Context: an optimization exercise on an open-source flow, tuned for small area, a short achievable clock period and few clock cycles per item. The choices shown serve that exercise and are no tape-out recipe. In this exercise RTL edits were held to simulation tests only and were not proved equivalent to the original. No activity file was given, so power comes from the tool's default toggle rates.

===== design/flow/design.v =====
`default_nettype none
package clush_pkg;
   localparam int BLOCK_WORDS_DEFAULT = 128;
   localparam int KEY_DEPTH = 128;
   localparam int KEY_AW = 7;
   localparam int CSR_IW = 3;
   localparam logic [CSR_IW-1:0] CSR_POLY_LO = 3'd0;
   localparam logic [CSR_IW-1:0] CSR_POLY_HI = 3'd1;
   localparam logic [CSR_IW-1:0] CSR_FKEY_LO = 3'd2;
   localparam logic [CSR_IW-1:0] CSR_FKEY_HI = 3'd3;
   localparam logic [CSR_IW-1:0] CSR_LEN_KEY = 3'd4;
   localparam logic [63:0] POLY_HI_MASK = 64'h3fff_ffff_ffff_ffff;
endpackage
`default_nettype wire
`default_nettype none
module clush_ram #(
   parameter int WIDTH = 64,
   parameter int DEPTH = 128
) (
   input  wire logic                       clock,
   input  wire logic                       we_lo,
   input  wire logic                       we_hi,
   input  wire logic [WIDTH-1:0]           wr_data,
   input  wire logic [DEPTH/4-1:0]         rd_sel,
   output logic      [WIDTH-1:0]           rd_even,
   output logic      [WIDTH-1:0]           rd_odd
);
   localparam int NP = DEPTH / 2;
   logic [NP-1:0][2*WIDTH-1:0] ring;
   always_ff @(posedge clock) begin
      for (int i = 0; i < NP - 1; i++) begin
         ring[i] <= ring[i + 1];
      end
      ring[NP-1] <= {we_hi ? wr_data : ring[0][2*WIDTH-1:WIDTH],
                     we_lo ? wr_data : ring[0][WIDTH-1:0]};
   end
   logic [NP/2-1:0][2*WIDTH-1:0] pick;
   for (genvar j = 0; j < NP / 2; j++) begin : g_pick
      assign pick[j] = ring[2*j] & {2*WIDTH{rd_sel[j]}};
   end
   always_comb begin
      logic [2*WIDTH-1:0] r;
      r = '0;
      for (int j = 0; j < NP / 2; j++) begin
         r = r | pick[j];
      end
      rd_even = r[WIDTH-1:0];
      rd_odd = r[2*WIDTH-1:WIDTH];
   end
endmodule
`default_nettype wire
`default_nettype none
import clush_pkg::*;
module carryless_universal_string_hash #(
   parameter int BLOCK_WORDS = clush_pkg::BLOCK_WORDS_DEFAULT
) (
   input  wire logic              clock,
   input  wire logic              reset,
   input  wire logic              req_valid,
   output logic                   req_stall,
   input  wire logic              req_cmd,
   input  wire logic [6:0]        req_key_index,
   input  wire logic [63:0]       req_word_data,
   input  wire logic [3:0]        req_valid_bytes,
   input  wire logic              req_last_word,
   output logic                   rsp_valid,
   input  wire logic              rsp_stall,
   output logic      [63:0]       rsp_hash_value,
   input  wire logic              csr_wr_en,
   input  wire logic [clush_pkg::CSR_IW-1:0] csr_index,
   input  wire logic [63:0]       csr_wdata
);
   localparam logic [2:0] J_NONE = 3'd0;   
   localparam logic [2:0] J_WORD = 3'd1;   
   localparam logic [2:0] J_LENU = 3'd2;   
   localparam logic [2:0] J_LENF = 3'd3;   
   localparam logic [2:0] J_FIN  = 3'd4;   
   localparam logic [2:0] J_F0   = 3'd5;   
   localparam logic [2:0] J_F1   = 3'd6;   
   localparam logic [2:0] J_FMIX = 3'd7;   
   function automatic logic [30:0] clmul16(input logic [15:0] a, input logic [15:0] b);
      logic [30:0] pp [16];
      for (int i = 0; i < 16; i++) begin
         pp[i] = ({15'd0, a} << i) & {31{b[i]}};
      end
      for (int s = 1; s < 16; s = s * 2) begin
         for (int i = 0; i < 16; i = i + 2 * s) begin
            pp[i] = pp[i] ^ pp[i + s];
         end
      end
      clmul16 = pp[0];
   endfunction
   function automatic logic [62:0] kjoin32(input logic [30:0] q0, input logic [30:0] q2,
                                           input logic [30:0] qm);
      kjoin32 = {32'd0, q0} ^ {16'd0, q0 ^ q2 ^ qm, 16'd0} ^ {q2, 32'd0};
   endfunction
   function automatic logic [127:0] kjoin64(input logic [62:0] q0, input logic [62:0] q2,
                                            input logic [62:0] qm);
      kjoin64 = {65'd0, q0} ^ {33'd0, q0 ^ q2 ^ qm, 32'd0} ^ {1'b0, q2, 64'd0};
   endfunction
   function automatic logic [63:0] reduce64(input logic [127:0] a);
      logic [127:0] q;
      logic [63:0] h;
      h = a[127:64];
      q = {64'd0, h} ^ ({64'd0, h} << 1) ^ ({64'd0, h} << 3) ^ ({64'd0, h} << 4);
      reduce64 = q[63:0] ^ a[63:0] ^ {56'd0, 8'(q[67:64]) ^ (8'(q[67:64]) << 1) ^ (8'(q[67:64]) << 3) ^ (8'(q[67:64]) << 4)};
   endfunction
   function automatic logic [127:0] tfold(input logic [127:0] m);
      tfold = {m[63:0], 64'd0} ^ ({64'd0, m[127:64]} << 1) ^ ({64'd0, m[127:64]} << 2);
   endfunction
   logic [63:0] poly_lo_ff, poly_hi_ff, fkey_lo_ff, fkey_hi_ff, len_key_ff;
   always_ff @(posedge clock) begin
      if (reset) begin
         poly_lo_ff <= 64'd1;
         poly_hi_ff <= '0;
         fkey_lo_ff <= '0;
         fkey_hi_ff <= '0;
         len_key_ff <= '0;
      end else if (csr_wr_en) begin
         case (csr_index)
            CSR_POLY_LO: poly_lo_ff <= csr_wdata;
            CSR_POLY_HI: poly_hi_ff <= csr_wdata;
            CSR_FKEY_LO: fkey_lo_ff <= csr_wdata;
            CSR_FKEY_HI: fkey_hi_ff <= csr_wdata;
            CSR_LEN_KEY: len_key_ff <= csr_wdata;
            default: ;
         endcase
      end
   end
   typedef struct packed {
      logic        wr;
      logic        word;
      logic        eo;
      logic        last;
      logic [3:0]  n;
      logic [6:0]  kidx;
      logic [63:0] data;
   } ent_t;
   logic        req_stall_ff;
   logic        can_take_ff;      
   logic [1:0]  icnt_ff, icnt_in;
   ent_t        h_ff, s_ff, r_in;
   logic [3:0]  rn;
   logic        take, pop, split, hv;
   logic [5:0]  ph_ff;            
   logic        kmatch_ff;        
   logic        kmatch_in;
   assign req_stall = req_stall_ff;
   assign take = req_valid && can_take_ff;
   assign icnt_in = icnt_ff + 2'(take) - 2'(pop);
   assign hv = (icnt_ff != 2'd0);
   assign rn = (req_valid_bytes > 4'd8) ? 4'd8 : req_valid_bytes;
   logic [63:0] rmask;
   for (genvar b = 0; b < 8; b++) begin : g_rmask
      assign rmask[8*b +: 8] = {8{rn > 4'(b)}};
   end
   always_comb begin
      r_in.wr = !req_cmd;
      r_in.word = req_cmd && (rn != 4'd0);
      r_in.eo = req_cmd && (rn == 4'd0) && req_last_word;
      r_in.last = req_last_word;
      r_in.n = req_cmd ? rn : 4'd0;
      r_in.kidx = req_key_index;
      r_in.data = req_word_data & (req_cmd ? rmask : '1);
   end
   always_ff @(posedge clock) begin
      if (reset) begin
         icnt_ff <= '0;
         req_stall_ff <= 1'b0;
         can_take_ff <= 1'b1;
      end else begin
         icnt_ff <= icnt_in;
         req_stall_ff <= (icnt_in == 2'd2);
         can_take_ff <= (icnt_in != 2'd2);
      end
   end
   always_comb begin
      if (pop && icnt_ff == 2'd2) begin
         kmatch_in = (s_ff.kidx[6:1] == ph_ff + 6'd1);
      end else if (take && (icnt_ff == 2'd0 || pop)) begin
         kmatch_in = (req_key_index[6:1] == ph_ff + 6'd1);
      end else begin
         kmatch_in = (h_ff.kidx[6:1] == ph_ff + 6'd1);
      end
   end
   always_ff @(posedge clock) begin
      kmatch_ff <= kmatch_in;
      if (pop && icnt_ff == 2'd2) begin
         h_ff <= s_ff;
      end else if (take && (icnt_ff == 2'd0 || pop)) begin
         h_ff <= r_in;
      end else if (split) begin
         h_ff.word <= 1'b0;
         h_ff.eo <= 1'b1;
         h_ff.n <= '0;
      end
      if (take && icnt_ff == 2'd1 && !pop) begin
         s_ff <= r_in;
      end
   end
   logic [7:0]   pos_ff;          
   logic [31:0]  esel_ff;         
   logic         cpar_ff;         
   logic         p0_ff;           
   logic         use_rd_ff;       
   logic [127:0] kalt_ff, k0_ff, k0_in, kp_in;
   logic [63:0]  klo, khi, dm, dm_odd;
   logic [5:0]   s0_in;
   logic         folded_ff;       
   logic         bclr_ff;         
   logic [63:0]  bytes_ff;
   logic [63:0]  even_ff;         
   logic         fpend_ff;        
   logic [1:0]   fcnt_ff;
   logic         lenpend_ff, lenf_ff, finpend_ff;
   logic [1:0]   infl_ff;         
   logic         ov_ff, xv, opop, orp_ff, owp_ff, orp_in;   
   logic [63:0]  ma_ff, mb_ff;
   logic [2:0]   jb1_ff, jb_ff;
   logic         rb1_ff, eb1_ff, ebf1_ff;
   logic         rb_ff, eb_ff, ebf_ff;
   logic [62:0]  pp_ff [3];
   logic         fin_owed_ff;     
   logic [127:0] bsum_ff;         
   logic [127:0] acc_ff;          
   logic [63:0]  k_even, k_odd, base;
   logic         roll, podd, h_split, h_elast, h_end, h_mul, h_urgent;
   logic         fwait, end_ok, h_ready, f_ok, f_issue, h_go, even_en;
   logic         to_zero, adv_pair;
   logic [63:0]  ma_in, mb_in, p1m, p1x;
   logic [2:0]   jb_in;
   assign p1m = poly_hi_ff & POLY_HI_MASK;
   assign p1x = (p1m << 1) ^ (p1m << 2);
   logic we_lo, we_hi;
   assign we_lo = hv && h_ff.wr && kmatch_ff && !h_ff.kidx[0];
   assign we_hi = hv && h_ff.wr && kmatch_ff && h_ff.kidx[0];
   assign k0_in = {(we_hi && h_ff.kidx[6:1] == 6'd0) ? h_ff.data : k0_ff[127:64],
                   (we_lo && h_ff.kidx[6:1] == 6'd0) ? h_ff.data : k0_ff[63:0]};
   assign kp_in = {(we_hi && esel_ff[0]) ? h_ff.data : k_odd,
                   (we_lo && esel_ff[0]) ? h_ff.data : k_even};
   clush_ram #(.WIDTH(64), .DEPTH(KEY_DEPTH)) u_key_ram (
      .clock   (clock),
      .we_lo   (we_lo),
      .we_hi   (we_hi),
      .wr_data (h_ff.data),
      .rd_sel  (esel_ff),
      .rd_even (k_even),
      .rd_odd  (k_odd)
   );
   assign roll = pos_ff[7];
   assign podd = pos_ff[0];
   assign klo = use_rd_ff ? k_even : kalt_ff[63:0];
   assign khi = use_rd_ff ? k_odd : kalt_ff[127:64];
   assign dm = h_ff.data;
   assign dm_odd = dm & {64{h_ff.word && podd}};
   assign base = bclr_ff ? 64'd0 : bytes_ff;
   assign h_split = h_ff.word && h_ff.last && roll;
   assign h_elast = h_ff.word && h_ff.last && !roll;
   assign h_end = h_elast || h_ff.eo;
   assign h_mul = h_ff.word ? (podd || h_elast) : (h_ff.eo && podd);
   assign fwait = folded_ff && fpend_ff;
   assign h_urgent = folded_ff && (h_ff.eo || (h_ff.word && (roll || h_ff.last)));
   assign end_ok = !lenpend_ff && !fin_owed_ff && (infl_ff != 2'd2) && !fwait;
   assign h_ready = hv && (!h_ff.wr || kmatch_ff)
                    && !(h_ff.word && roll && fwait)
                    && !(h_end && !end_ok);
   assign f_ok = fpend_ff && !rb1_ff && !rb_ff;
   assign f_issue = f_ok && !lenpend_ff && !finpend_ff && !(hv && h_mul && !h_urgent);
   assign h_go = h_ready && !(h_mul && (lenpend_ff || finpend_ff || f_issue));
   assign pop = h_go && !h_split;
   assign split = h_go && h_split;
   assign even_en = hv && h_ff.word && !podd && !(h_ff.last && !roll) && !(roll && fwait);
   assign to_zero = h_go && (h_end || (h_ff.word && roll));
   assign s0_in = ~ph_ff + 6'(!ph_ff[0]);
   assign adv_pair = h_go && h_ff.word && podd;
   always_comb begin
      logic [63:0] ma_o, mb_o;
      jb_in = J_NONE;
      ma_o = even_ff;
      mb_o = acc_ff[127:64];
      if (finpend_ff) begin
         jb_in = J_FIN;
         ma_o = acc_ff[63:0];
         mb_o = acc_ff[127:64];
      end else if (lenpend_ff) begin
         jb_in = lenf_ff ? J_LENF : J_LENU;
         ma_o = bytes_ff;
         mb_o = len_key_ff;
      end else if (f_issue) begin
         jb_in = (fcnt_ff == 2'd0) ? J_F0 : (fcnt_ff == 2'd1) ? J_F1 : J_FMIX;
         ma_o = (fcnt_ff == 2'd1) ? p1x : (fcnt_ff == 2'd3) ? p1m : poly_lo_ff;
         mb_o = (fcnt_ff[0] ^ fcnt_ff[1]) ? acc_ff[127:64] : acc_ff[63:0];
      end else if (h_go && h_mul) begin
         jb_in = J_WORD;
      end
      ma_in = (!finpend_ff && !lenpend_ff && !f_issue && h_ff.word && !podd) ? (dm ^ klo) : ma_o;
      mb_in = (!finpend_ff && !lenpend_ff && !f_issue) ? (khi ^ dm_odd) : mb_o;
   end
   always_ff @(posedge clock) begin
      k0_ff <= k0_in;
      kalt_ff <= (to_zero || (p0_ff && !adv_pair)) ? k0_in : kp_in;
      ma_ff <= ma_in;
      mb_ff <= mb_in;
      ebf1_ff <= folded_ff;
      ebf_ff <= ebf1_ff;
      if (even_en) begin
         even_ff <= dm ^ klo;
      end
      if (h_go && (h_ff.word || h_ff.eo)) begin
         bytes_ff <= base + 64'(h_ff.n);
      end
   end
   always_ff @(posedge clock) begin
      if (reset) begin
         pos_ff <= '0;
         ph_ff <= 6'd1;
         esel_ff <= 32'd1;
         cpar_ff <= 1'b1;
         p0_ff <= 1'b1;
         use_rd_ff <= 1'b0;
         folded_ff <= 1'b0;
         bclr_ff <= 1'b1;
         fpend_ff <= 1'b0;
         fcnt_ff <= '0;
         lenpend_ff <= 1'b0;
         finpend_ff <= 1'b0;
         infl_ff <= '0;
         jb1_ff <= J_NONE;
         rb1_ff <= 1'b0;
         eb1_ff <= 1'b0;
         jb_ff <= J_NONE;
         rb_ff <= 1'b0;
         eb_ff <= 1'b0;
         fin_owed_ff <= 1'b0;
      end else begin
         jb1_ff <= jb_in;
         rb1_ff <= h_go && h_ff.word && roll;
         eb1_ff <= h_go && h_end;
         jb_ff <= jb1_ff;
         rb_ff <= rb1_ff;
         eb_ff <= eb1_ff;
         ph_ff <= ph_ff + 6'd1;
         if (to_zero) begin
            esel_ff <= 32'd1 << s0_in[5:1];
            cpar_ff <= !ph_ff[0];
         end else if (!adv_pair) begin
            cpar_ff <= !cpar_ff;
            if (cpar_ff) begin
               esel_ff <= {esel_ff[0], esel_ff[31:1]};
            end
         end
         p0_ff <= to_zero || (p0_ff && !adv_pair);
         use_rd_ff <= !(to_zero || (p0_ff && !adv_pair))
                      && !(to_zero ? !ph_ff[0] : (adv_pair ? cpar_ff : !cpar_ff));
         if (h_go && h_ff.word) begin
            pos_ff <= h_elast ? 8'd0 : (roll ? 8'd1 : pos_ff + 8'd1);
            bclr_ff <= h_elast;
         end else if (h_go && h_ff.eo) begin
            pos_ff <= '0;
            bclr_ff <= 1'b1;
         end
         if (finpend_ff) begin
            finpend_ff <= 1'b0;
            fin_owed_ff <= 1'b0;
         end else if (lenpend_ff) begin
            lenpend_ff <= 1'b0;
         end else if (f_issue) begin
            fcnt_ff <= fcnt_ff + 2'd1;
            if (fcnt_ff == 2'd3) begin
               fpend_ff <= 1'b0;
            end
         end
         if (h_go && h_ff.word && roll) begin
            folded_ff <= 1'b1;
            fpend_ff <= 1'b1;
            fcnt_ff <= '0;
         end
         if (h_go && h_end) begin
            fin_owed_ff <= folded_ff;
            lenpend_ff <= 1'b1;
            lenf_ff <= folded_ff;
            folded_ff <= 1'b0;
         end
         if (eb_ff && ebf_ff) begin
            finpend_ff <= 1'b1;
         end
         infl_ff <= infl_ff + 2'(h_go && h_end) - 2'(opop);
      end
   end
   always_ff @(posedge clock) begin
      logic [31:0] x [3], y [3];
      x[0] = ma_ff[31:0];
      y[0] = mb_ff[31:0];
      x[1] = ma_ff[63:32];
      y[1] = mb_ff[63:32];
      x[2] = ma_ff[31:0] ^ ma_ff[63:32];
      y[2] = mb_ff[31:0] ^ mb_ff[63:32];
      for (int k = 0; k < 3; k++) begin
         pp_ff[k] <= kjoin32(clmul16(x[k][15:0], y[k][15:0]),
                             clmul16(x[k][31:16], y[k][31:16]),
                             clmul16(x[k][15:0] ^ x[k][31:16], y[k][15:0] ^ y[k][31:16]));
      end
   end
   logic [127:0] prod, bsum_new;
   assign prod = kjoin64(pp_ff[0], pp_ff[1], pp_ff[2]);
   assign bsum_new = (rb_ff ? 128'd0 : bsum_ff)
                     ^ ((jb_ff == J_WORD || jb_ff == J_F0 || jb_ff == J_F1) ? prod : 128'd0)
                     ^ ((jb_ff == J_FMIX) ? tfold(prod) : 128'd0);
   always_ff @(posedge clock) begin
      if (reset) begin
         bsum_ff <= '0;
      end else begin
         bsum_ff <= eb_ff ? 128'd0 : bsum_new;
      end
   end
   always_ff @(posedge clock) begin
      if (rb_ff) begin
         acc_ff <= bsum_ff;
      end
      if (eb_ff) begin
         acc_ff <= bsum_new ^ (ebf_ff ? {fkey_hi_ff, fkey_lo_ff} : 128'd0);
      end
      if (jb_ff == J_LENF) begin
         acc_ff <= prod;
      end
   end
   logic [1:0]  ocnt_ff, ocnt_in;
   logic [63:0] e0_ff, e1_ff, oq_ff, hash, ohead;
   assign xv = (jb_ff == J_LENU) || (jb_ff == J_FIN);
   assign hash = reduce64(acc_ff ^ prod);
   assign rsp_valid = ov_ff;
   assign rsp_hash_value = oq_ff;
   assign opop = ov_ff && !rsp_stall;
   assign orp_in = orp_ff ^ opop;
   assign ocnt_in = ocnt_ff + 2'(xv) - 2'(opop);
   assign ohead = (xv && owp_ff == orp_in) ? hash : (orp_in ? e1_ff : e0_ff);
   always_ff @(posedge clock) begin
      if (reset) begin
         ov_ff <= 1'b0;
         ocnt_ff <= '0;
         orp_ff <= 1'b0;
         owp_ff <= 1'b0;
      end else begin
         ov_ff <= (ocnt_in != 2'd0);
         ocnt_ff <= ocnt_in;
         orp_ff <= orp_in;
         owp_ff <= owp_ff ^ xv;
      end
   end
   always_ff @(posedge clock) begin
      oq_ff <= ohead;
      if (xv && !owp_ff) begin
         e0_ff <= hash;
      end
      if (xv && owp_ff) begin
         e1_ff <= hash;
      end
   end
endmodule
`default_nettype wire

===== design/flow/run.sh =====
#!/bin/bash
# synth_recipe.tcl (not shown) runs the flow's synth.tcl, then flattens the netlist and writes it again
# the make line also repeats each setting of config.mk as NAME=value (left out here)
make -C /OpenROAD-flow-scripts/flow DESIGN_CONFIG=/design/flow/config.mk WORK_HOME=/design/flow/orfs CLKGATE_MAP_FILE= SYNTH_SCRIPT=/design/flow/synth_recipe.tcl finish

===== design/flow/config.mk =====
export PLATFORM = sky130hd
export DESIGN_NAME = carryless_universal_string_hash
export DESIGN_NICKNAME = carryless_universal_string_hash
export VERILOG_FILES = /design/flow/design.v
export SDC_FILE = /design/flow/constraint.sdc
export NUM_CORES = 8
export LEC_CHECK = 0
export CAP_MARGIN = 20
export CORE_MARGIN = 2
export CORE_UTILIZATION = 55
export CTS_CLUSTER_DIAMETER = 80
export CTS_CLUSTER_SIZE = 26
export SETUP_SLACK_MARGIN = 4.9
export SLEW_MARGIN = 20
export SYNTH_MEMORY_MAX_BITS = 16384

===== design/flow/constraint.sdc =====
create_clock -name core_clock -period 8.0 [get_ports {clock}]
set_input_delay 1.6000 -clock core_clock [delete_from_list [all_inputs] [get_ports {clock}]]
set_output_delay 1.6000 -clock core_clock [all_outputs]
set_load 0.01 [all_outputs]

==> metrics.cfg, run 1 <==
[global_route]
grt_start_max_net_pins=140
antenna_found_initial=78
grt_first_pass_wirelength_um=1410000
grt_usage=0.363
grt.overflow.total=0
grt_pass1_vias=177000

[placed_design]
dpl.hpwl_um=609000
gp_congestion=0.991
dpl_cell_area_mm2=0.309
portBuffers=214
preCtsSetupSlack_ns=3.53
dp.cells=31300

[floorplanning]
ios=215
std_cell_rows=270
die_x_um=740
die_area_mm2=0.548
dieHeight_um=740
core-area_mm2=0.540
start_util=0.552

[critical_path]
max_stage_delay_ns=0.63
crit_top_cell=a21oi_1
critPathLaunchType=flip-flop
worstPathMaxFanout=57
required_ns=8.88
path_delay_family=compound AO/OA/AOI/OAI gates
slowest_stage=mux2i_1
path_buf_inv=2
path_cells=buf_4 > o211ai_1 > nand3_2 > o21ai_4 > or2_4 > buf_12 > a211oi_1 > a21oi_1 > o21ai_0 > mux2i_1 > a21oi_1
critPathKind=flip-flop to flip-flop
arrival_ns=4.12
worstSetupEndpointType=flip-flop

[drt]
via_per_inst=5.81
drt_wl_total_um=1030000
wire_per_inst_um=32.0
drtIter0Drc=23700
antenna_left=0
dr.pass1.iters=9
drc=0
dr_total_vias=188000

[logic_synthesis]
synth-edff-count=543
async_flop_share=0
netlist_area_mm2=0.298
synth_commonest_cells=dfxtp_1, xnor2_1, nand2_1
synth_nets=25000
synth_area_leaders=dfxtp_1, xnor2_1, edfxtp_1, a22oi_1, nand2_1
synth_most_common_cell=dfxtp_1
seq_area_frac_synth=0.683
ys_types=80
avgSynthCellArea_um2=12.0
syn_inst=24800
ys_warn_count=14
ys_ff_latch=9899
yosys.area.top_type=dfxtp_1
synthFlopType=dfxtp_1
yosysTopAreaCellShare=0.628

[sta]
fin_ws_ns=4.76
clock_skew_ns=0.114
slew_headroom=0.0921
maxSlewViolCount=0
layout_min_cycle_time_ns=3.24
rsz0062_at_grt=true
fmax_mhz=309
fin_crit_sh=0.405
fin_tns_setup_ns=0
final_hold_viol_count=0
max_slew.worst_pin.slew_ns=1.36
setup_violations=0

[hold_path]
hold_path.class=flip-flop to flip-flop

[pwr]
combPwrFrac=0.428
p_switching_mw=60.7
switching_share=0.418
seqPwrFrac=0.388
pwr-share-clk=0.184
ir_drop_mv=0.529
cellPowerDensity_mw_per_mm2=438
power.internal_mw=84.4
cellLeakagePower_nw=122

[clocking]
root_buffer=clkbuf_16
cts_made_buffers=452
hold_buffers=0
cts_tree=yes
cts_sinks=9899
worstSkewPairLatency_ns=1.13
clkSlewWorstSetupHoldPaths_ns=0.10
cts_buffer_depth=4
htreeDepth=5

[finish]
syn_to_final_growth_pct=11.2
fillCellCount=43100
multiInputGateArea_mm2=0.0924
seqCellArea_mm2=0.204
fin_area_mm2=0.331
fin_cells=32400
nets=25000
drive_gt1_frac=0.103

[status]
outcome=finished clean

[flow_run]
cap_viol_max_count=0

power by group through the flow:
stage / combinational, mW / clock (mW) / sequential, mW
after detailed placement: 54.7 / 0 / 57.8
after global routing: 62.8 / 28.6 / 56.2
after floorplan: 30.9 / 0 / 54.8
after CTS: 59.8 / 26.9 / 56.1
final: 62.2 / 26.7 / 56.3
after global placement: 54.5 / 0 / 57.8
flip-flops by register name, indices dropped and copies added (netlist names), 79 cells and up:
register and flops:
k0_ff 128, u_key_ram.ring 8192, h_ff 79, kalt_ff 128
acc_ff 128, pp_ff 189, bsum_ff 128, s_ff 79
logic make-up (layout without fill, tap and decap cells):
| family | after synthesis | after routing | share of synthesized area |
|---|---|---|---|
| XOR/XNOR | 3614 | 3614 | 0.109 |
| multiplexers | 747 | 747 | 0.0266 |
| AO/OA/AOI/OAI | 3438 | 3438 | 0.0801 |
| other | 0 | 189 | 0 |
| adder cells (fa/ha/maj) | 20 | 20 | 0.000865 |
| AND/OR/NAND/NOR | 5565 | 5575 | 0.0797 |
| flip-flops | 9899 | 9899 | 0.683 |
| buffers and inverters | 1521 | 1663 | 0.0206 |
metal layers:
layer,up-vias,wire length (µm),global-route usage
met5,-,378,0
met2,9089,440000,0.537
met1,94200,435000,0.507
li1,82600,-,-
met3,1997,91700,0.0640
met4,34,67700,0.199
stage by stage:
step | hold WS, ns | power (mW) | utilization
after floorplan | 0.310 | 85.7 | -
after global placement | 0.309 | 112 | 0.571
after detailed placement | 0.312 | 113 | 0.571
after CTS | 0.209 | 143 | 0.608
after global routing | 0.213 | 148 | 0.613
final | 0.250 | 145 | 0.613
worst register-to-register path, stage by stage, from the launching register on:
cell and delay, ns:
edfxtp_1 0.50, buf_4 0.19, o211ai_1 0.18, nand3_2 0.19, o21ai_4 0.19, or2_4 0.32
buf_12 0.33, a211oi_1 0.16, a21oi_1 0.13, o21ai_0 0.09, mux2i_1 0.63, a21oi_1 0.15
final cells by class:
| cell class | instances | area share |
|---|---|---|
| clock inverters | 105 | 0.00511 |
| diodes | 189 | 0.00143 |
| repair buffers | 1034 | 0.0367 |
| inverters | 34 | 0.000404 |
| multi-input cells | 13400 | 0.279 |
| well taps | 7208 | 0.0272 |
| flip-flops and latches | 9899 | 0.615 |
| clock buffers | 490 | 0.0351 |
placed cells by master, fill, tap and decap left out, types with 170 or more instances in the layout:
| cell | instances |
|---|---|
| a221oi_1 | 233 |
| mux2_2 | 344 |
| xnor2_1 | 2700 |
| nand2_1 | 2439 |
| buf_4 | 440 |
| a22o_1 | 259 |
| nand4_1 | 272 |
| a21oi_1 | 686 |
| o21ai_0 | 316 |
| xor2_1 | 648 |
| diode_2 | 189 |
| mux2i_1 | 291 |
| xnor2_2 | 170 |
| nand3_1 | 310 |
| clkbuf_16 | 467 |
| a22oi_1 | 1532 |
| buf_6 | 228 |
| nor2_1 | 1912 |
| dfxtp_1 | 9225 |
| edfxtp_1 | 543 |
path summary, 6_finish.rpt:
| check | slack, ns | start | depth (start not counted) | end |
|---|---|---|---|---|
| max | 4.76 | h_ff[75] | 11 | ma_ff[29] |
| min | 0.25 | u_key_ram.ring[2795] | 0 | u_key_ram.ring[2667] |
| max reg2reg | 4.76 | h_ff[75] | 11 | ma_ff[29] |
| min reg2reg | 0.25 | u_key_ram.ring[2795] | 0 | u_key_ram.ring[2667] |
repair_timing:
action / in CTS / in global routing
hold endpoints to repair: 0 / 0
buffers inserted: 179 / 28
cloned: 47 / 10
setup endpoints to repair: 1107 / 702
gates resized for setup: 1076 / 342
pin swaps: 54 / 57
Testbench counts, summed over its fixed seeds: cycles 12,488, words 12,396.
==> run 2: changes to the inputs <==
--- a/design/flow/config.mk
+++ b/design/flow/config.mk
@@ -8,5 +8,5 @@
 export CAP_MARGIN = 20
 export CORE_MARGIN = 2
-export CORE_UTILIZATION = 55
+export CORE_UTILIZATION = 62
 export CTS_CLUSTER_DIAMETER = 80
 export CTS_CLUSTER_SIZE = 26
==> run 2 against run 1 <==
Net effect:
- still clean
- routed wire length down 4.5%
- combinational power down 6.3%
- clock skew down 0.016 ns
- core utilization up 7.1 points
- worst hold slack better by 0.019 ns
- count of clock-buffer cells in the layout down 11
- register-to-register slack better by 0.05 ns
- cell area down 1.1%
- sequential share of layout area up 0.65 points
- total power down 3.5%
==> metrics.cfg, run 2 <==
[status]
outcome=finished clean

[global_route]
met2_usage=0.572  ; +0.0357
grt_usage=0.391  ; +0.0279
grt_pass1_vias=177000  ; +0.30%
grt.overflow.total=0  ; unchanged
grt_start_max_net_pins=190  ; +36%
grt-busiest-layer=met2
grtUsageMet1=0.542  ; +0.0350
antenna_found_initial=55  ; -29%
grt_first_pass_wirelength_um=1360000  ; -3.4%
gr-usage-met3=0.0815  ; +0.0175

[logic_synthesis]
yosys.area.top_type=dfxtp_1
synth_compound_area_frac=0.0801  ; unchanged
synth_area_leaders=dfxtp_1, xnor2_1, edfxtp_1, a22oi_1, nand2_1
syn_inst=24800  ; unchanged
avgSynthCellArea_um2=12.0  ; unchanged
synth_nets=25000  ; unchanged
async_flop_share=0  ; unchanged
synth-edff-count=543  ; unchanged
ys_types=80  ; unchanged
synth_xor_area_frac=0.109  ; unchanged
synth_most_common_cell=dfxtp_1
synth_top_family_by_area=XOR/XNOR gates
synthMuxAreaShare=0.0266  ; unchanged
ys_ff_latch=9899  ; unchanged
ys_warn_count=14  ; unchanged
seq_area_frac_synth=0.683  ; unchanged
netlist_area_mm2=0.298  ; unchanged
synth-simple-area-share=0.0797  ; unchanged
synthFlopType=dfxtp_1
synth_fa_ha_area_frac=0.000865  ; unchanged
synth_commonest_cells=dfxtp_1, xnor2_1, nand2_1
yosysTopAreaCellShare=0.628  ; unchanged

[clocking]
cts_tree=yes
htreeDepth=5  ; unchanged
cts_sinks=9899  ; unchanged
cts_buffer_depth=4  ; unchanged
clkSlewWorstSetupHoldPaths_ns=0.10  ; about the same
worstSkewPairLatency_ns=1.10  ; -0.03 ns
cts_made_buffers=442  ; -2.2%
root_buffer=clkbuf_16
hold_buffers=0  ; unchanged

[finish]
largest_register_ff_count=8192  ; unchanged
nets=25000  ; -0.12%
layout_common_cells=dfxtp_1, xnor2_1, nand2_1
drive_gt1_frac=0.0970  ; -0.00623
fin_cells=31300  ; -3.2%
layout_commonest_cell=dfxtp_1
fin_area_mm2=0.328  ; -1.1%
reg_top3=u_key_ram.ring x8192, pp_ff x189
syn_to_final_growth_pct=9.98
largest-register=u_key_ram.ring

[placed_design]
gp_congestion=0.994  ; +0.34%
portBuffers=214  ; unchanged
dp.cells=30500  ; -2.6%
dpl_cell_area_mm2=0.307  ; -0.39%
dpl.hpwl_um=588000  ; -3.5%

[sta]
max_slew.worst_pin.slew_ns=1.38  ; +0.0198 ns
fin_tns_setup_ns=0  ; unchanged
clock_skew_ns=0.0977  ; -0.0162 ns
slew_headroom=0.0723  ; -0.0198
fin_crit_sh=0.404  ; -0.00130
setup_violations=0  ; unchanged
layout_min_cycle_time_ns=3.23  ; -0.0104 ns
final_hold_viol_count=0  ; unchanged
fmax_mhz=310  ; +0.32%
maxSlewViolCount=0  ; unchanged
rsz0062_at_grt=true

[drt]
wire_per_inst_um=31.6  ; -1.3%
drt_wl_total_um=989000  ; -4.5%
via_per_inst=6.01  ; +3.5%
dr.pass1.iters=6  ; -3
drtIter0Drc=24400  ; +2.8%
dr_total_vias=188000  ; +0.22%
drc=0  ; unchanged
antenna_left=0  ; unchanged

[pwr]
ir_drop_mv=0.648  ; +22%
cellPowerDensity_mw_per_mm2=427  ; -2.5%
cellLeakagePower_nw=121  ; -0.74%
finalPower_mw=140  ; -3.5%

[critical_path]
slowest_stage=nand3_4
crit_start=csr_index[0]
required_ns=8.85  ; -0.03 ns
path_cells=clkdlybuf4s50_1 > nor2_1 > nand3_4 > nand2_1 > a21oi_1
path_delay_family=simple AND/OR/NAND/NOR gates
worstPathMaxFanout=64  ; +12%
path_buf_inv=1  ; -1
arrival_ns=4.08  ; -0.04 ns
critPathKind=input pin to flip-flop
worstSetupEndpointType=flip-flop
timing.rr.start=esel_ff[18]
max_stage_delay_ns=0.83  ; +0.20 ns
critPathLaunchType=input pin

[floorplanning]
die_area_mm2=0.486  ; -11%
die_x_um=697  ; -5.8%
start_util=0.623  ; +0.0710
std_cell_rows=254  ; -5.9%
core-area_mm2=0.479  ; -11%
ios=215  ; unchanged
dieHeight_um=697  ; -5.8%

[hold_path]
hold_path.class=flip-flop to flip-flop
hp-start=u_key_ram.ring[5119]

[flow_run]
cap_viol_max_count=0  ; unchanged

## run 2: final timing paths
path / slack, ns / cells after the start / endpoint
min: 0.27 / 0 / u_key_ram.ring[4991]
max reg2reg: 4.81 / 9 / mb_ff[63]
min reg2reg: 0.27 / 0 / u_key_ram.ring[4991]
max: 4.77 / 5 / len_key_ff[55]
## run 2: cell families after synthesis
kind of cell,count (synthesis)
buffers and inverters,1521
AND/OR/NAND/NOR,5565
multiplexers,747
flip-flops,9899
AO/OA/AOI/OAI,3438
adder cells (fa/ha/maj),20
XOR/XNOR,3614
## run 2: what timing repair did
action,in CTS,in global routing
endpoints found under the setup margin,1207,644
resized for setup,826,354
pin swaps,31,45
setup buffers,155,62
gates cloned,38,9
## run 2: worst reg2reg max path, cell delays in order, from the launching register on
cell and delay (ns):
dfxtp_4 0.45, buf_12 0.23, a22o_1 0.53, a221oi_1 0.21, nand3_1 0.13, or4_4 0.65
mux2i_4 0.30, xor2_1 0.22, nand2_1 0.24, o21ai_0 0.16
## run 2: cell type report
type                    instances  area, µm²
flip-flops and latches       9899     204000
fillers                     35100     151000
multi-input cells           13400      91400
repair buffers               1015      11700
clock buffers                 479      11300
well taps                    6400       8010
clock inverters                79       1310
inverters                      34        134
diodes                         28       70.1
## run 2: through the flow
step / setup WS, ns / hold WS [ns] / util
finish: 4.77 / 0.270 / 0.685
global route: 4.73 / 0.264 / 0.685
CTS: 4.82 / 0.250 / 0.680
detailed placement: 3.35 / 0.312 / 0.642
global placement: 3.40 / 0.309 / 0.642
floorplan: 4.03 / 0.310 / -
## run 2: per-layer routing
layer  vias up  wire length (µm)
li1      82400                 -
met1     93400            403000
met2     10200            416000
met3      2301            102000
met4        32             68100
met5         -               198
## run 2: report_power, final
| group | switching, mW | internal (mW) |
|---|---|---|
| logic | 39.1 | 19.2 |
| registers | 2.65 | 53.2 |
| clock network | 15.4 | 10.5 |
==> run 3: changes to the inputs <==
--- a/design/flow/design.v
+++ b/design/flow/design.v
@@ -79,15 +79,22 @@
    localparam logic [2:0] J_F1   = 3'd6;   
    localparam logic [2:0] J_FMIX = 3'd7;   
-   function automatic logic [30:0] clmul16(input logic [15:0] a, input logic [15:0] b);
-      logic [30:0] pp [16];
-      for (int i = 0; i < 16; i++) begin
-         pp[i] = ({15'd0, a} << i) & {31{b[i]}};
+   function automatic logic [14:0] clmul8(input logic [7:0] a, input logic [7:0] b);
+      logic [14:0] pp [8];
+      for (int i = 0; i < 8; i++) begin
+         pp[i] = ({7'd0, a} << i) & {15{b[i]}};
       end
-      for (int s = 1; s < 16; s = s * 2) begin
-         for (int i = 0; i < 16; i = i + 2 * s) begin
+      for (int s = 1; s < 8; s = s * 2) begin
+         for (int i = 0; i < 8; i = i + 2 * s) begin
             pp[i] = pp[i] ^ pp[i + s];
          end
       end
-      clmul16 = pp[0];
+      clmul8 = pp[0];
+   endfunction
+   function automatic logic [30:0] clmul16(input logic [15:0] a, input logic [15:0] b);
+      logic [14:0] q0, q2, qm;
+      q0 = clmul8(a[7:0], b[7:0]);
+      q2 = clmul8(a[15:8], b[15:8]);
+      qm = clmul8(a[7:0] ^ a[15:8], b[7:0] ^ b[15:8]);
+      clmul16 = {16'd0, q0} ^ {8'd0, q0 ^ q2 ^ qm, 8'd0} ^ {q2, 16'd0};
    endfunction
    function automatic logic [62:0] kjoin32(input logic [30:0] q0, input logic [30:0] q2,
@@ -106,4 +113,7 @@
       reduce64 = q[63:0] ^ a[63:0] ^ {56'd0, 8'(q[67:64]) ^ (8'(q[67:64]) << 1) ^ (8'(q[67:64]) << 3) ^ (8'(q[67:64]) << 4)};
    endfunction
+   function automatic logic [63:0] rotdn(input logic [63:0] x);
+      rotdn = {x[0], x[63:1]};
+   endfunction
    function automatic logic [127:0] tfold(input logic [127:0] m);
       tfold = {m[63:0], 64'd0} ^ ({64'd0, m[127:64]} << 1) ^ ({64'd0, m[127:64]} << 2);
@@ -134,4 +144,5 @@
       logic        last;
       logic [3:0]  n;
+      logic [7:0]  bm;
       logic [6:0]  kidx;
       logic [63:0] data;
@@ -151,7 +162,9 @@
    assign hv = (icnt_ff != 2'd0);
    assign rn = (req_valid_bytes > 4'd8) ? 4'd8 : req_valid_bytes;
-   logic [63:0] rmask;
-   for (genvar b = 0; b < 8; b++) begin : g_rmask
-      assign rmask[8*b +: 8] = {8{rn > 4'(b)}};
+   logic [7:0] rbm;
+   always_comb begin
+      for (int b = 0; b < 8; b++) begin
+         rbm[b] = (rn > 4'(b));
+      end
    end
    always_comb begin
@@ -161,6 +174,7 @@
       r_in.last = req_last_word;
       r_in.n = req_cmd ? rn : 4'd0;
+      r_in.bm = rbm;
       r_in.kidx = req_key_index;
-      r_in.data = req_word_data & (req_cmd ? rmask : '1);
+      r_in.data = req_word_data;
    end
    always_ff @(posedge clock) begin
@@ -224,5 +238,5 @@
    logic [127:0] bsum_ff;         
    logic [127:0] acc_ff;          
-   logic [63:0]  k_even, k_odd, base;
+   logic [63:0]  k_even, k_odd, wmask, base;
    logic         roll, podd, h_split, h_elast, h_end, h_mul, h_urgent;
    logic         fwait, end_ok, h_ready, f_ok, f_issue, h_go, even_en;
@@ -248,9 +262,12 @@
       .rd_odd  (k_odd)
    );
+   for (genvar b = 0; b < 8; b++) begin : g_wmask
+      assign wmask[8*b +: 8] = {8{h_ff.bm[b]}};
+   end
    assign roll = pos_ff[7];
    assign podd = pos_ff[0];
    assign klo = use_rd_ff ? k_even : kalt_ff[63:0];
    assign khi = use_rd_ff ? k_odd : kalt_ff[127:64];
-   assign dm = h_ff.data;
+   assign dm = h_ff.data & wmask;
    assign dm_odd = dm & {64{h_ff.word && podd}};
    assign base = bclr_ff ? 64'd0 : bytes_ff;
--- a/design/flow/config.mk
+++ b/design/flow/config.mk
@@ -8,6 +8,6 @@
 export CAP_MARGIN = 20
 export CORE_MARGIN = 2
-export CORE_UTILIZATION = 62
-export CTS_CLUSTER_DIAMETER = 80
+export CORE_UTILIZATION = 50
+export CTS_CLUSTER_DIAMETER = 60
 export CTS_CLUSTER_SIZE = 26
 export SETUP_SLACK_MARGIN = 4.9
==> run 3 against run 2 <==
Net effect:
- still clean on timing, DRC and antenna
- core utilization down 11 points
- routed wire length up 0.45%
- die area up 22%
- synthesized area down 1.8%
- first-iteration DRC count down 11%
- cell area up 2.2%
- global-route usage down 7.1 points
- synthesized cell count down 3.7%
- total power up 13%
- register-to-register slack worse by 0.04 ns
- count of clock-buffer cells in the layout up 164
- sequential power up 0.7%
- critical endpoint is now rsp_hash_value[14]
- largest power group unchanged
==> metrics.cfg, run 3 <==
[status]
outcome=finished clean

[drt]
drt_wl_total_um=993000  ; +0.45%
via_per_inst=5.64  ; -6.2%
wire_per_inst_um=30.6  ; -3.2%
dr_total_vias=183000  ; -2.7%
dr.pass1.iters=8  ; +2
antenna_left=0  ; unchanged
drtIter0Drc=21600  ; -11%
drc=0  ; unchanged

[logic_synthesis]
synthFlopType=dfxtp_1
avgSynthCellArea_um2=12.3  ; +2.0%
ys_types=67  ; -16%
synth_area_leaders=dfxtp_1, xnor2_1, edfxtp_1, a22oi_1, nand2_1
syn_inst=23900  ; -3.7%
yosysTopAreaCellShare=0.640  ; +0.0114
ys_warn_count=32  ; +18
async_flop_share=0  ; unchanged
seq_area_frac_synth=0.697  ; +0.0140
synth-edff-count=559  ; +2.9%
yosys.area.top_type=dfxtp_1
synth_commonest_cells=dfxtp_1, xnor2_1, nand2_1
synth_nets=24100  ; -3.7%
synth_most_common_cell=dfxtp_1
ys_ff_latch=9915  ; +0.16%
netlist_area_mm2=0.293  ; -1.8%

[pwr]
cellPowerDensity_mw_per_mm2=474  ; +11%
ir_drop_mv=0.660  ; +1.9%
cellLeakagePower_nw=124  ; +2.9%

[finish]
layout_common_cells=dfxtp_1, xnor2_1, nand2_1
fin_cells=32500  ; +3.8%
fillCellCount=47700  ; +36%
layout_commonest_cell=dfxtp_1
nets=24500  ; -1.8%
syn_to_final_growth_pct=14.5
final_util=0.573  ; -0.111
seqCellArea_mm2=0.204  ; +0.25%
reg_top3=u_key_ram.ring x8192, pp_ff x189
multiInputGateArea_mm2=0.0894  ; -2.2%
drive_gt1_frac=0.120  ; +0.0226
largest-register=u_key_ram.ring
largest_register_ff_count=8192  ; unchanged

[flow_run]
cap_viol_max_count=0  ; unchanged

[critical_path]
required_ns=6.40  ; -2.45 ns
critPathKind=flip-flop to output pin
path_cells=buf_6
worstSetupEndpointType=output pin
worstPathMaxFanout=1  ; -98%
critPathLaunchType=flip-flop
max_stage_delay_ns=0.44  ; -0.39 ns
path_buf_inv=1  ; unchanged
arrival_ns=1.72  ; -2.36 ns
slowest_stage=dfxtp_4
path_delay_family=flip-flops

[sta]
fin_crit_sh=0.415  ; +0.0112
final_hold_viol_count=0  ; unchanged
rsz0062_at_grt=true
layout_min_cycle_time_ns=3.32  ; +0.0893 ns
clock_skew_ns=0.103  ; +0.00542 ns
maxSlewViolCount=0  ; unchanged
fmax_mhz=301  ; -2.7%
setup_violations=0  ; unchanged
max_slew.worst_pin.slew_ns=1.29  ; -0.0877 ns
fin_tns_setup_ns=0  ; unchanged
slew_headroom=0.137  ; +0.0651
fin_ws_ns=4.68  ; -0.0893 ns

[global_route]
grt.overflow.total=0  ; unchanged
antenna_found_initial=82  ; +49%
grt_usage=0.320  ; -0.0713
grt_first_pass_wirelength_um=1350000  ; -0.85%
grt_start_max_net_pins=185  ; -2.6%
grt_pass1_vias=173000  ; -2.1%

[clocking]
htreeDepth=6  ; +1
cts_made_buffers=571  ; +29%
clkSlewWorstSetupHoldPaths_ns=0.10  ; about the same
cts_tree=yes
worstSkewPairLatency_ns=1.16  ; +0.06 ns
cts_sinks=9915  ; +0.16%
root_buffer=clkbuf_16
cts_buffer_depth=4  ; unchanged

[placed_design]
portBuffers=214  ; unchanged
preCtsSetupSlack_ns=3.32  ; -0.0315 ns
gp_congestion=0.961  ; -3.4%
dpl.hpwl_um=591000  ; +0.51%
dp.cells=31200  ; +2.3%

[floorplanning]
start_util=0.501  ; -0.122
dieHeight_um=769  ; +10%
die_x_um=769  ; +10%
ios=215  ; unchanged
std_cell_rows=281  ; +11%
core-area_mm2=0.584  ; +22%
die_area_mm2=0.592  ; +22%

[hold_path]
hold_path.class=flip-flop to flip-flop

## run 3: layout make-up
cell class | instances | share of cell area
Antenna cell | 28 | 0.000209
Clock buffer | 643 | 0.0450
Clock inverter | 293 | 0.0122
Inverter | 55 | 0.000680
Multi-Input combinational cell | 12700 | 0.267
Sequential cell | 9915 | 0.610
Tap cell | 7782 | 0.0291
Timing Repair Buffer | 1061 | 0.0363
## run 3: what timing repair did
action / 4_1_cts / 5_1_grt
setup buffers: 202 / 103
gates cloned: 34 / 19
pin swaps: 95 / 140
endpoints found under the setup margin: 1178 / 717
hold buffers: 0 / 0
resized for setup: 1063 / 368
## run 3: layer usage
| metal | vias to the layer above | track usage | wire [µm] |
|---|---|---|---|
| li1 | 81200 | - | - |
| met1 | 91700 | 0.453 | 427000 |
| met2 | 8624 | 0.484 | 429000 |
| met3 | 1798 | 0.0508 | 83700 |
| met4 | 16 | 0.143 | 53500 |
| met5 | - | 0 | 113 |
## run 3: final timing paths
path         slack [ns]                start  cells after the start                  end
max                4.68            oq_ff[14]                      1   rsp_hash_value[14]
min                0.26  u_key_ram.ring[448]                      0  u_key_ram.ring[320]
max reg2reg        4.77          esel_ff[19]                      9             mb_ff[2]
min reg2reg        0.26  u_key_ram.ring[448]                      0  u_key_ram.ring[320]
## run 3: cells by family (layout without fill, tap and decap cells)
logic type	count (synthesis)	count (layout)	share of synthesized area
and+or+nand+nor	5192	5200	0.0765
adders and majority gates	20	20	0.000880
DFF	9915	9915	0.697
xor gates and xnor gates	3357	3358	0.102
other	0	28	0
buffers and inverters	1257	2052	0.0163
AOI/OAI and AO/OA	3512	3512	0.0837
muxes	638	638	0.0230
## run 3: per-stage QoR
| step | area [µm²] | hold WS, ns | total power [mW] |
|---|---|---|---|
| floorplan | 293000 | 0.310 | 90.6 |
| global placement | 305000 | 0.310 | 117 |
| detailed placement | 305000 | 0.312 | 117 |
| CTS | 331000 | 0.277 | 154 |
| global route | 335000 | 0.286 | 162 |
| finish | 335000 | 0.262 | 159 |
## run 3: report_power, final
| part | total (mW) | switching (mW) | internal [mW] | leakage, nW |
|---|---|---|---|---|
| clock | 32.5 | 17.6 | 14.9 | 9.25 |
| combinational | 70.1 | 45.2 | 24.9 | 34.3 |
| sequential | 56.2 | 2.71 | 53.5 | 80.6 |
Testbench counts of run 3, summed over its fixed seeds: cycles 12,488, words 12,396.

## what the ideal ports hide
Ports are ideal in the flow. The routed layouts listed here were re-timed in OpenROAD.
Step 1 assumes that a clkbuf_16 drives the clock port and a buf_2 every other input.
Step 2 adds t to the input delays and takes it off the output delays; t is the mean of the earliest and latest rising clock arrival at the registers after step 1. Input paths then give back, and output paths get back, about the clock's delay inside the block.
Three values: no drivers, after step 1, after step 2; two values: the first two.
| run | t (ns) | slack for setup (ns) | clock arrival spread, ns |
|---|---|---|---|
| run 1 | 1.214 | 4.760 / 4.672 / 3.834 | 0.114 / 0.114 |
| run 2 | 1.181 | 4.770 / 4.717 / 3.692 | 0.114 / 0.114 |
| run 3 | 1.220 | 4.681 / 4.557 / 3.721 | 0.123 / 0.123 |
After both steps setup and hold are still met in every run listed. For run 2, which loses most, drivers alone change the setup slack by -0.053 ns; drivers and shift together by -1.078 ns.
